This design comes from an exercise in tuning for small area on the open sky130 flow, not from production work. RTL that was checked went through simulation tests only; none was proved equivalent to the original. Power is estimated from default activity; no workload was simulated.

==> tundra <==
## game_core
module game_core (
    input  wire                   CLK_Scan,
    input  wire                   rst_n,
    input  wire                   start,
    input  wire [3:0]             btn,
    output wire [21:0]            jet_pos,
    output wire [21:0]            enemy_pos,
    output wire [7:0]             jet_life,
    output wire [7:0]             enemy_life,
    output wire                   over,
    output wire                   result
);
==> flow/config.mk <==
export PLATFORM = sky130hd
export DESIGN_NAME = game_core
export DESIGN_NICKNAME = game_core
export VERILOG_FILES = /design/flow/design.v
export SDC_FILE = /design/flow/constraint.sdc
export NUM_CORES = 4
export LEC_CHECK = 0
export ABC_AREA = 1
export CAP_MARGIN = 0
export CORE_MARGIN = 2
export CORE_UTILIZATION = 65
export SLEW_MARGIN = 0
==> flow/constraint.sdc <==
create_clock -name core_clock -period 7.5 [get_ports {CLK_Scan}]
set_input_delay 1.5000 -clock core_clock [delete_from_list [all_inputs] [get_ports {CLK_Scan}]]
set_output_delay 1.5000 -clock core_clock [all_outputs]
set_load 0.01 [all_outputs]
standard.sh (not shown) runs the stock make flow with config.mk's settings and CLKGATE_MAP_FILE= SYNTH_SCRIPT=/design/flow/synth_recipe.tcl, a recipe that flattens the netlist after the stock synthesis.
==> flow/flow/run.sh <==
#!/bin/bash
# Own layout flow: the standard flow (standard.sh) with these changes:
# - synthesis: the standard script (synth_recipe.tcl: same passes, flattening, renaming and
#   registers), except that Yosys does not lock adders into full/half-adder cells before
#   ABC (ADDER_MAP_FILE empty) and ABC maps with flow/abc_area.script;
# - port buffers are the smallest buffer, buf_1;
# - clock tree: larger sink clusters and no dummy loads;

# Each make run logs to its own file here; ORFS's step logs are under orfs/logs.
set -euo pipefail
W=$(pwd)
rm -rf "$W/scripts_abc"
cp -r "$FLOW_HOME/scripts" "$W/scripts_abc"
cp "$W/flow/abc_area.script" "$W/scripts_abc/abc_area.script"
bash standard.sh SCRIPTS_DIR="$W/scripts_abc" ADDER_MAP_FILE= synth > "$W/make_synth.log" 2>&1
bash standard.sh \
  "BUFFER_PORTS_ARGS=-buffer_cell sky130_fd_sc_hd__buf_1" \
  "CTS_ARGS=-sink_clustering_enable -repair_clock_nets -sink_clustering_size 28 -sink_clustering_max_diameter 80 -dont_use_dummy_load" \
  > "$W/make_layout.log" 2>&1
==> flow/flow/abc_area.script <==
strash
&get -n
&fraig -x
&put
scorr
dc2
strash
&get -n
&dch -f
&nf {D}
&put
buffer -c
topo
stime -c
dnsize -c
==> inputs of cedar, as changes to tundra <==
--- a/flow/design.v
+++ b/flow/design.v
@@ -300,32 +300,32 @@
 module enemy_barrage (
     input  wire             CLK_Scan,
     input  wire             rst_n,
     input  wire             start,
     input  wire [7:0]       et,
     input  wire [9:0]       el,
     input  wire [9:0]       jt,
     input  wire [9:0]       jl,
-    output logic [9:0]      jet_hits     
+    output logic [3:0]      jet_hits
 );
     logic [9:0]         c;
     logic [2:0]         pat;
     logic               stream;
     logic               pat_end;
     logic [4:0][8:0]    top;     
     logic [4:0][9:0]    lft;
     logic [8:0]         live;
     logic [4:0]         s_spawn;
     logic               p_spawn;
     logic [4:0]         load;
     logic [8:0]         hit;
     logic [4:0]         gone;
     logic [8:0]         nlive;
-    logic [9:0]         hit_sum;
+    logic [3:0]         hit_sum;
     logic [11:0]        vlo, vhi, hlo, hhi;
     logic [11:0]        pm, qq;
     logic [11:0]        m1, m2, m3, m4;
     logic [11:0]        c_inc;
     assign stream  = pat < 3'd2;
     assign pat_end = stream ? (c == 10'd750) : (c == 10'd249);
     assign p_spawn = !stream && c == 10'd1023;
     assign c_inc   = game_pkg::add(12'(c), 12'd0, 1'b1);
@@ -391,17 +391,29 @@
         begin
             if (stream)
                 hit[j] = live[j] && !pat_end && vok[j] && vup[j] && hin[j];
             else
                 hit[j] = live[j] && !pat_end && vin0 && hp[j];
         end
         for (int j = 5; j < 9; j++)
             hit[j] = live[j] && !pat_end && vin0 && hp[j];
-        hit_sum = {hit[0] && !stream, hit};
+        begin
+            logic [1:0] a0, a1, a2, a3, a4, a5, a6;
+            logic       b0;
+            a0 = game_pkg::fa(hit[0], hit[1], hit[2]);
+            a1 = game_pkg::fa(hit[3], hit[4], hit[5]);
+            a2 = game_pkg::fa(hit[6], hit[7], hit[8]);
+            a3 = game_pkg::fa(a0[0], a1[0], a2[0]);
+            b0 = a3[0] ^ (hit[0] && !stream);
+            a4 = game_pkg::fa(a0[1], a1[1], a2[1]);
+            a5 = game_pkg::fa(a4[0], a3[1], a3[0] && hit[0] && !stream);
+            a6 = {a4[1] && a5[1], a4[1] ^ a5[1]};
+            hit_sum = {a6, a5[0], b0};
+        end
         for (int j = 0; j < 5; j++)
             nlive[j] = stream ? (s_spawn[j] || (live[j] && !hit[j] && !gone[j]))
                               : (p_spawn || (live[j] && !hit[j] && !gone[0]));
         for (int j = 5; j < 9; j++)
             nlive[j] = !stream && (p_spawn || (live[j] && !hit[j] && !gone[0]));
     end
     always_ff @(posedge CLK_Scan)
     begin
@@ -458,38 +470,24 @@
 `default_nettype wire
 `timescale 1ns/1ps
 `default_nettype none
 module life_tracker (
     input  wire             CLK_Scan,
     input  wire             rst_n,
     input  wire             start,
     input  wire [2:0]       enemy_hits,
-    input  wire [9:0]       jet_hits,     
+    input  wire [3:0]       jet_hits,
     output logic [4:0]      jet_life,
     output logic [7:0]      enemy_life,
     output logic            over,
     output logic            result     
 );
     logic [11:0] jd, ed;
-    logic [3:0]  jet_hit_cnt;
-    always_comb
-    begin
-        logic [1:0] a0, a1, a2, a3, a4, a5;
-        logic       b0;
-        a0 = game_pkg::fa(jet_hits[0], jet_hits[1], jet_hits[2]);
-        a1 = game_pkg::fa(jet_hits[3], jet_hits[4], jet_hits[5]);
-        a2 = game_pkg::fa(jet_hits[6], jet_hits[7], jet_hits[8]);
-        a3 = game_pkg::fa(a0[0], a1[0], a2[0]);
-        b0 = a3[0] ^ jet_hits[9];
-        a4 = game_pkg::fa(a0[1], a1[1], a2[1]);
-        a5 = game_pkg::fa(a4[0], a3[1], a3[0] && jet_hits[9]);
-        jet_hit_cnt = {a4[1] && a5[1], a4[1] ^ a5[1], a5[0], b0};
-    end
-    assign jd = game_pkg::sub(12'(jet_life), 12'(jet_hit_cnt));
+    assign jd = game_pkg::sub(12'(jet_life), 12'(jet_hits));
     assign ed = game_pkg::sub(12'(enemy_life), 12'(enemy_hits));
     always_ff @(posedge CLK_Scan)
     begin
         if (!rst_n || start)
         begin
             jet_life   <= game_pkg::JET_LIFE_FULL;
             enemy_life <= game_pkg::EN_LIFE_FULL;
             over       <= 1'b0;
@@ -523,17 +521,17 @@
     output wire                   over,
     output wire                   result
 );
     logic [9:0] jt, jl, el;
     logic [7:0] et;
     logic       mv_dn, mv_up;
     logic [7:0] et_nx;
     logic [2:0] enemy_hits;     
-    logic [9:0] jet_hits;     
+    logic [3:0] jet_hits;
     logic [4:0] jlife;
     assign jet_pos   = {1'b0, jt, 1'b0, jl};
     assign enemy_pos = {3'b000, et, 1'b0, el};
     assign jet_life  = {3'b000, jlife};
     jet_motion u_jet (
         .CLK_Scan (CLK_Scan),
         .rst_n    (rst_n),
         .start    (start),
==> inputs of fjord, as changes to tundra <==
--- a/flow/design.v
+++ b/flow/design.v
@@ -130,18 +130,18 @@
     logic       mv_rt, mv_lf;
     assign lfsr_next = {lfsr[0] ^ lfsr[7], lfsr[7], lfsr[6] ^ lfsr[7], lfsr[5] ^ lfsr[7],
                         lfsr[4], lfsr[3] ^ lfsr[7], lfsr[2] ^ lfsr[7], lfsr[1]};
     logic [11:0] et_sum, el_sum, lfsr_cnt_inc, dir_cnt_inc;
     assign can_down  = game_pkg::ult(12'(et), 12'(game_pkg::EN_TOP_MAX));
     assign can_up    = game_pkg::ult(12'(game_pkg::EN_TOP_MIN), 12'(et));
     assign can_left  = game_pkg::ult(12'(game_pkg::EN_LEFT_MIN), 12'(el));
     assign can_right = game_pkg::ult(12'(el), 12'(game_pkg::EN_LEFT_MAX));
-    assign et_sum       = 12'(et + {{7{mv_up}}, mv_up || mv_dn});
-    assign el_sum       = 12'(game_pkg::add(12'(el), {{11{mv_lf}}, mv_lf || mv_rt}, 1'b0));
+    assign et_sum       = 12'(et) + {{11{mv_up}}, mv_up || mv_dn};
+    assign el_sum       = game_pkg::add(12'(el), {{11{mv_lf}}, mv_lf || mv_rt}, 1'b0);
     assign et_nx        = et_sum[7:0];
     assign lfsr_cnt_inc = 12'({lfsr_cnt[5:0], !(lfsr_cnt[6] ^ lfsr_cnt[5])});
     assign dir_cnt_inc  = 12'({dir_cnt[7:0], !(dir_cnt[8] ^ dir_cnt[4])});
     always_comb
     begin
         mv_dn = 1'b0;
         mv_up = 1'b0;
         mv_rt = 1'b0;
@@ -300,113 +300,111 @@
 module enemy_barrage (
     input  wire             CLK_Scan,
     input  wire             rst_n,
     input  wire             start,
     input  wire [7:0]       et,
     input  wire [9:0]       el,
     input  wire [9:0]       jt,
     input  wire [9:0]       jl,
-    output logic [9:0]      jet_hits     
+    output logic [3:0]      jet_hits
 );
     logic [9:0]         c;
     logic [2:0]         pat;
     logic               stream;
     logic               pat_end;
-    logic [4:0][8:0]    top;     
+    logic [4:0][9:0]    top;
     logic [4:0][9:0]    lft;
     logic [8:0]         live;
     logic [4:0]         s_spawn;
     logic               p_spawn;
     logic [4:0]         load;
     logic [8:0]         hit;
     logic [4:0]         gone;
     logic [8:0]         nlive;
-    logic [9:0]         hit_sum;
+    logic [3:0]         hit_sum;
     logic [11:0]        vlo, vhi, hlo, hhi;
     logic [11:0]        pm, qq;
     logic [11:0]        m1, m2, m3, m4;
     logic [11:0]        c_inc;
     assign stream  = pat < 3'd2;
     assign pat_end = stream ? (c == 10'd750) : (c == 10'd249);
     assign p_spawn = !stream && c == 10'd1023;
     assign c_inc   = game_pkg::add(12'(c), 12'd0, 1'b1);
     always_comb
     begin
         for (int i = 0; i < 5; i++)
             s_spawn[i] = stream && (c == 10'((i + 1) * 50) || c == 10'((i + 6) * 50));
         load = s_spawn | {4'b0000, p_spawn};
     end
     always_comb
     begin
-        vlo = 12'(jt) - 12'd231;
-        vhi = (jt > 10'd602) ? 12'd506 : 12'(jt) - 12'd96;
+        vlo = 12'(jt) - 12'd31;
+        vhi = (jt > 10'd602) ? 12'd706 : 12'(jt) + 12'd104;
         hlo = (jl < 10'd37) ? 12'd6 : 12'(jl) - 12'd31;
         hhi = (jl > 10'd864) ? 12'd991 : 12'(jl) + 12'd127;
         pm  = hlo - 12'(lft[0]) - 12'd1;
         qq  = hhi - 12'(lft[0]);
         m1  = 12'(c[7:0]);
         m2  = {3'b000, c[7:0], 1'b0};
         m3  = game_pkg::add(12'(c[7:0]), {3'b000, c[7:0], 1'b0}, 1'b0);
         m4  = {2'b00, c[7:0], 2'b00};
     end
     logic [4:0] vok, vup, hin;
     always_comb
     begin
         for (int i = 0; i < 5; i++)
         begin
             vok[i]  = game_pkg::sle(vlo, 12'(top[i]));
-            vup[i]  = game_pkg::sle(12'(top[i]), vhi);
+            vup[i]  = game_pkg::ule(12'(top[i]), vhi);
             hin[i]  = game_pkg::ule(hlo, 12'(lft[i])) && game_pkg::ule(12'(lft[i]), hhi);
             gone[i] = !vup[i];
         end
     end
     always_comb
     begin
         logic vin0;
         logic [8:0] hp;
         vin0 = vok[0] && vup[0];
         hp[0] = hin[0];
-        begin
-            logic       w_r, w_l;
-            logic [11:0] ba, bb;
-            logic [4:1] ca, cb;
-            w_r = !pm[11];
-            w_l = qq[11];
-            ba  = w_r ? pm : (w_l ? ~qq : ~pm);
-            bb  = w_l ? ~pm : qq;
-            ca[1] = game_pkg::ule(m1, ba);
-            cb[1] = game_pkg::ule(m1, bb);
-            ca[2] = game_pkg::ule(m2, ba);
-            cb[2] = game_pkg::ule(m2, bb);
-            ca[3] = game_pkg::ule(m3, ba);
-            cb[3] = game_pkg::ule(m3, bb);
-            ca[4] = game_pkg::ule(m4, ba);
-            cb[4] = game_pkg::ule(m4, bb);
-            for (int k = 1; k <= 4; k++)
-            begin
-                hp[2 * k - 1] = (w_l || w_r) ? (w_r && !ca[k] && cb[k]) : cb[k];
-                hp[2 * k]     = (w_l || w_r) ? (w_l && !ca[k] && cb[k]) : ca[k];
-            end
-        end
+        hp[1] = game_pkg::slt(pm, m1) && game_pkg::sle(m1, qq);
+        hp[2] = game_pkg::sle(pm, ~m1) && game_pkg::slt(~m1, qq);
+        hp[3] = game_pkg::slt(pm, m2) && game_pkg::sle(m2, qq);
+        hp[4] = game_pkg::sle(pm, ~m2) && game_pkg::slt(~m2, qq);
+        hp[5] = game_pkg::slt(pm, m3) && game_pkg::sle(m3, qq);
+        hp[6] = game_pkg::sle(pm, ~m3) && game_pkg::slt(~m3, qq);
+        hp[7] = game_pkg::slt(pm, m4) && game_pkg::sle(m4, qq);
+        hp[8] = game_pkg::sle(pm, ~m4) && game_pkg::slt(~m4, qq);
         for (int j = 0; j < 5; j++)
         begin
             if (stream)
                 hit[j] = live[j] && !pat_end && vok[j] && vup[j] && hin[j];
             else
                 hit[j] = live[j] && !pat_end && vin0 && hp[j];
         end
         for (int j = 5; j < 9; j++)
             hit[j] = live[j] && !pat_end && vin0 && hp[j];
-        hit_sum = {hit[0] && !stream, hit};
+        begin
+            logic [1:0] a0, a1, a2, a3, a4, a5, a6;
+            logic       b0;
+            a0 = game_pkg::fa(hit[0], hit[1], hit[2]);
+            a1 = game_pkg::fa(hit[3], hit[4], hit[5]);
+            a2 = game_pkg::fa(hit[6], hit[7], hit[8]);
+            a3 = game_pkg::fa(a0[0], a1[0], a2[0]);
+            b0 = a3[0] ^ (hit[0] && !stream);
+            a4 = game_pkg::fa(a0[1], a1[1], a2[1]);
+            a5 = game_pkg::fa(a4[0], a3[1], a3[0] && hit[0] && !stream);
+            a6 = {a4[1] && a5[1], a4[1] ^ a5[1]};
+            hit_sum = {a6, a5[0], b0};
+        end
         for (int j = 0; j < 5; j++)
             nlive[j] = stream ? (s_spawn[j] || (live[j] && !hit[j] && !gone[j]))
-                              : (p_spawn || (live[j] && !hit[j] && !gone[0]));
+                              : (p_spawn || (live[j] && !hit[j]));
         for (int j = 5; j < 9; j++)
-            nlive[j] = !stream && (p_spawn || (live[j] && !hit[j] && !gone[0]));
+            nlive[j] = !stream && (p_spawn || (live[j] && !hit[j]));
     end
     always_ff @(posedge CLK_Scan)
     begin
         if (!rst_n || start)
         begin
             c        <= '0;
             pat      <= 3'd0;
             jet_hits <= '0;
@@ -424,72 +422,58 @@
             else
             begin
                 c    <= c_inc[9:0];
                 live <= nlive;
             end
         end
     end
     logic [11:0]     t_spawn, l_spawn;
-    logic [4:0][8:0] t_step;
-    assign t_spawn = 12'(et);
+    logic [4:0][9:0] t_step;
+    assign t_spawn = game_pkg::add(12'(et), 12'd200, 1'b0);
     assign l_spawn = game_pkg::add(12'(el), 12'd116, 1'b0);
     always_comb
     begin
         for (int i = 0; i < 5; i++)
         begin
             logic [11:0] t;
             t = game_pkg::add(12'(top[i]), 12'd2, 1'b0);
-            t_step[i] = t[8:0];
+            t_step[i] = t[9:0];
         end
     end
     always_ff @(posedge CLK_Scan)
     begin
         for (int i = 0; i < 5; i++)
         begin
             if (load[i])
             begin
-                top[i] <= t_spawn[8:0];
+                top[i] <= t_spawn[9:0];
                 lft[i] <= l_spawn[9:0];
             end
             else
                 top[i] <= t_step[i];
         end
     end
 endmodule
 `default_nettype wire
 `timescale 1ns/1ps
 `default_nettype none
 module life_tracker (
     input  wire             CLK_Scan,
     input  wire             rst_n,
     input  wire             start,
     input  wire [2:0]       enemy_hits,
-    input  wire [9:0]       jet_hits,     
+    input  wire [3:0]       jet_hits,
     output logic [4:0]      jet_life,
     output logic [7:0]      enemy_life,
     output logic            over,
     output logic            result     
 );
     logic [11:0] jd, ed;
-    logic [3:0]  jet_hit_cnt;
-    always_comb
-    begin
-        logic [1:0] a0, a1, a2, a3, a4, a5;
-        logic       b0;
-        a0 = game_pkg::fa(jet_hits[0], jet_hits[1], jet_hits[2]);
-        a1 = game_pkg::fa(jet_hits[3], jet_hits[4], jet_hits[5]);
-        a2 = game_pkg::fa(jet_hits[6], jet_hits[7], jet_hits[8]);
-        a3 = game_pkg::fa(a0[0], a1[0], a2[0]);
-        b0 = a3[0] ^ jet_hits[9];
-        a4 = game_pkg::fa(a0[1], a1[1], a2[1]);
-        a5 = game_pkg::fa(a4[0], a3[1], a3[0] && jet_hits[9]);
-        jet_hit_cnt = {a4[1] && a5[1], a4[1] ^ a5[1], a5[0], b0};
-    end
-    assign jd = game_pkg::sub(12'(jet_life), 12'(jet_hit_cnt));
+    assign jd = game_pkg::sub(12'(jet_life), 12'(jet_hits));
     assign ed = game_pkg::sub(12'(enemy_life), 12'(enemy_hits));
     always_ff @(posedge CLK_Scan)
     begin
         if (!rst_n || start)
         begin
             jet_life   <= game_pkg::JET_LIFE_FULL;
             enemy_life <= game_pkg::EN_LIFE_FULL;
             over       <= 1'b0;
@@ -523,17 +507,17 @@
     output wire                   over,
     output wire                   result
 );
     logic [9:0] jt, jl, el;
     logic [7:0] et;
     logic       mv_dn, mv_up;
     logic [7:0] et_nx;
     logic [2:0] enemy_hits;     
-    logic [9:0] jet_hits;     
+    logic [3:0] jet_hits;
     logic [4:0] jlife;
     assign jet_pos   = {1'b0, jt, 1'b0, jl};
     assign enemy_pos = {3'b000, et, 1'b0, el};
     assign jet_life  = {3'b000, jlife};
     jet_motion u_jet (
         .CLK_Scan (CLK_Scan),
         .rst_n    (rst_n),
         .start    (start),
==> flow/flow/run.sh (replaced) <==
#!/bin/bash
# Own layout flow: the standard flow (standard.sh), with one change to synthesis.
# Synthesis is the standard one (synth_recipe.tcl: same passes, flattening, renaming and
# registers) except that Yosys does not lock adders into full/half-adder cells before ABC
# (ADDER_MAP_FILE empty) and ABC maps with flow/abc_area.script. Every later step is
# standard.sh unchanged. Each make run logs to its own file here; ORFS's step logs are
# under orfs/logs.
set -euo pipefail
W=$(pwd)
rm -rf "$W/scripts_abc"
cp -r "$FLOW_HOME/scripts" "$W/scripts_abc"
cp "$W/flow/abc_area.script" "$W/scripts_abc/abc_area.script"
bash standard.sh SCRIPTS_DIR="$W/scripts_abc" ADDER_MAP_FILE= synth > "$W/make_synth.log" 2>&1
bash standard.sh > "$W/make_layout.log" 2>&1
==> flow/flow/abc_area.script (replaced) <==
strash
&get -n
&fraig -x
&put
scorr
dc2
strash
&get -n
&dch -f
&nf {D}
&put
buffer -c
topo
stime -c
upsize -c
dnsize -c
Settings changed: CAP_MARGIN 0 to 20, CORE_UTILIZATION 65 to 50, SLEW_MARGIN 0 to 20.
==> inputs of nickel, as changes to tundra <==
--- a/flow/design.v
+++ b/flow/design.v
@@ -300,32 +300,32 @@
 module enemy_barrage (
     input  wire             CLK_Scan,
     input  wire             rst_n,
     input  wire             start,
     input  wire [7:0]       et,
     input  wire [9:0]       el,
     input  wire [9:0]       jt,
     input  wire [9:0]       jl,
-    output logic [9:0]      jet_hits     
+    output logic [3:0]      jet_hits
 );
     logic [9:0]         c;
     logic [2:0]         pat;
     logic               stream;
     logic               pat_end;
     logic [4:0][8:0]    top;     
     logic [4:0][9:0]    lft;
     logic [8:0]         live;
     logic [4:0]         s_spawn;
     logic               p_spawn;
     logic [4:0]         load;
     logic [8:0]         hit;
     logic [4:0]         gone;
     logic [8:0]         nlive;
-    logic [9:0]         hit_sum;
+    logic [3:0]         hit_sum;
     logic [11:0]        vlo, vhi, hlo, hhi;
     logic [11:0]        pm, qq;
     logic [11:0]        m1, m2, m3, m4;
     logic [11:0]        c_inc;
     assign stream  = pat < 3'd2;
     assign pat_end = stream ? (c == 10'd750) : (c == 10'd249);
     assign p_spawn = !stream && c == 10'd1023;
     assign c_inc   = game_pkg::add(12'(c), 12'd0, 1'b1);
@@ -391,17 +391,29 @@
         begin
             if (stream)
                 hit[j] = live[j] && !pat_end && vok[j] && vup[j] && hin[j];
             else
                 hit[j] = live[j] && !pat_end && vin0 && hp[j];
         end
         for (int j = 5; j < 9; j++)
             hit[j] = live[j] && !pat_end && vin0 && hp[j];
-        hit_sum = {hit[0] && !stream, hit};
+        begin
+            logic [1:0] a0, a1, a2, a3, a4, a5, a6;
+            logic       b0;
+            a0 = game_pkg::fa(hit[0], hit[1], hit[2]);
+            a1 = game_pkg::fa(hit[3], hit[4], hit[5]);
+            a2 = game_pkg::fa(hit[6], hit[7], hit[8]);
+            a3 = game_pkg::fa(a0[0], a1[0], a2[0]);
+            b0 = a3[0] ^ (hit[0] && !stream);
+            a4 = game_pkg::fa(a0[1], a1[1], a2[1]);
+            a5 = game_pkg::fa(a4[0], a3[1], a3[0] && hit[0] && !stream);
+            a6 = {a4[1] && a5[1], a4[1] ^ a5[1]};
+            hit_sum = {a6, a5[0], b0};
+        end
         for (int j = 0; j < 5; j++)
             nlive[j] = stream ? (s_spawn[j] || (live[j] && !hit[j] && !gone[j]))
                               : (p_spawn || (live[j] && !hit[j] && !gone[0]));
         for (int j = 5; j < 9; j++)
             nlive[j] = !stream && (p_spawn || (live[j] && !hit[j] && !gone[0]));
     end
     always_ff @(posedge CLK_Scan)
     begin
@@ -458,38 +470,24 @@
 `default_nettype wire
 `timescale 1ns/1ps
 `default_nettype none
 module life_tracker (
     input  wire             CLK_Scan,
     input  wire             rst_n,
     input  wire             start,
     input  wire [2:0]       enemy_hits,
-    input  wire [9:0]       jet_hits,     
+    input  wire [3:0]       jet_hits,
     output logic [4:0]      jet_life,
     output logic [7:0]      enemy_life,
     output logic            over,
     output logic            result     
 );
     logic [11:0] jd, ed;
-    logic [3:0]  jet_hit_cnt;
-    always_comb
-    begin
-        logic [1:0] a0, a1, a2, a3, a4, a5;
-        logic       b0;
-        a0 = game_pkg::fa(jet_hits[0], jet_hits[1], jet_hits[2]);
-        a1 = game_pkg::fa(jet_hits[3], jet_hits[4], jet_hits[5]);
-        a2 = game_pkg::fa(jet_hits[6], jet_hits[7], jet_hits[8]);
-        a3 = game_pkg::fa(a0[0], a1[0], a2[0]);
-        b0 = a3[0] ^ jet_hits[9];
-        a4 = game_pkg::fa(a0[1], a1[1], a2[1]);
-        a5 = game_pkg::fa(a4[0], a3[1], a3[0] && jet_hits[9]);
-        jet_hit_cnt = {a4[1] && a5[1], a4[1] ^ a5[1], a5[0], b0};
-    end
-    assign jd = game_pkg::sub(12'(jet_life), 12'(jet_hit_cnt));
+    assign jd = game_pkg::sub(12'(jet_life), 12'(jet_hits));
     assign ed = game_pkg::sub(12'(enemy_life), 12'(enemy_hits));
     always_ff @(posedge CLK_Scan)
     begin
         if (!rst_n || start)
         begin
             jet_life   <= game_pkg::JET_LIFE_FULL;
             enemy_life <= game_pkg::EN_LIFE_FULL;
             over       <= 1'b0;
@@ -523,17 +521,17 @@
     output wire                   over,
     output wire                   result
 );
     logic [9:0] jt, jl, el;
     logic [7:0] et;
     logic       mv_dn, mv_up;
     logic [7:0] et_nx;
     logic [2:0] enemy_hits;     
-    logic [9:0] jet_hits;     
+    logic [3:0] jet_hits;
     logic [4:0] jlife;
     assign jet_pos   = {1'b0, jt, 1'b0, jl};
     assign enemy_pos = {3'b000, et, 1'b0, el};
     assign jet_life  = {3'b000, jlife};
     jet_motion u_jet (
         .CLK_Scan (CLK_Scan),
         .rst_n    (rst_n),
         .start    (start),
==> flow/flow/abc_area.script (replaced) <==
strash
&get -n
&fraig -x
&put
scorr
dc2
strash
&get -n
&dch -f
&nf -R 1000 {D}
&put
==> summary.txt <==
Register-to-register slack, highest first: fjord, tundra, cedar, nickel. Core utilization: fjord < tundra < cedar < nickel. Routed wire length, lowest first: cedar, tundra, nickel, fjord. Total power: fjord > nickel > cedar > tundra. tundra completed without violations. fjord completed with no timing, DRC or antenna violations. nickel completed and failed the layout checks on setup timing. cedar went through all stages and came out clean.
==> figures <==
quantity                                                         fjord        tundra         cedar           nickel
Outcome                                       timing/DRC/antenna clean  timing/DRC/antenna clean  timing/DRC/antenna clean  failed layout checks
Reasons for failing layout checks                                    -             -             -     setup timing
First-pass DRT Iterations                                            5             7             5                6
Switching power share of the total                              0.2770        0.2876        0.2927           0.2952
DRC marker count from the first detailed-route iteration         1,526         1,491         1,868            1,969
Met3 layer wire length in the routed design                    2688 um       3172 um       3209 um          4046 um
Netlist area before placement                             21,250 sq um  20,210 sq um  20,000 sq um     19,160 sq um
Vias per inst                                                    6.136         6.573         6.513            6.489
Taps Inserted                                                      539           396           396              384
Met1 layer wirelength in the final routing                   26,950 um     22,570 um     23,490 um        23,090 um
Inverter count of the layout excluding clock inverters              44            38            35               29
The RTL of tundra was laid out without a check of its function.

-- port drivers added, routing unchanged --
The results above use ideal ports. As a check the final layouts listed here were re-extracted and re-timed, cells and wires unchanged.
Step 1 sets driving cells, clkbuf_16 on the clock port and buf_2 on the other inputs (assumed; they add their load-dependent delay and slew).
Step 2, shift: input delay + t, output delay - t, t = (earliest + latest rising clock arrival at the registers) / 2. This alone moves slack from input paths to output paths.
a / b / c = ideal ports / drivers / drivers and shift; a / b = the first two.
run	t (ns)	slack for setup (ns)	worst setup path after step 2	clock arrival spread, ns
tundra	0.556	0.624 / 0.624 / 0.624	register to register	0.080 / 0.080
cedar	0.565	0.315 / 0.315 / 0.315	register to register	0.089 / 0.089
fjord	0.626	0.749 / 0.749 / 0.749	register to register	0.022 / 0.022
nickel	0.569	-0.564 / -0.564 / -0.564	register to register	0.052 / 0.052
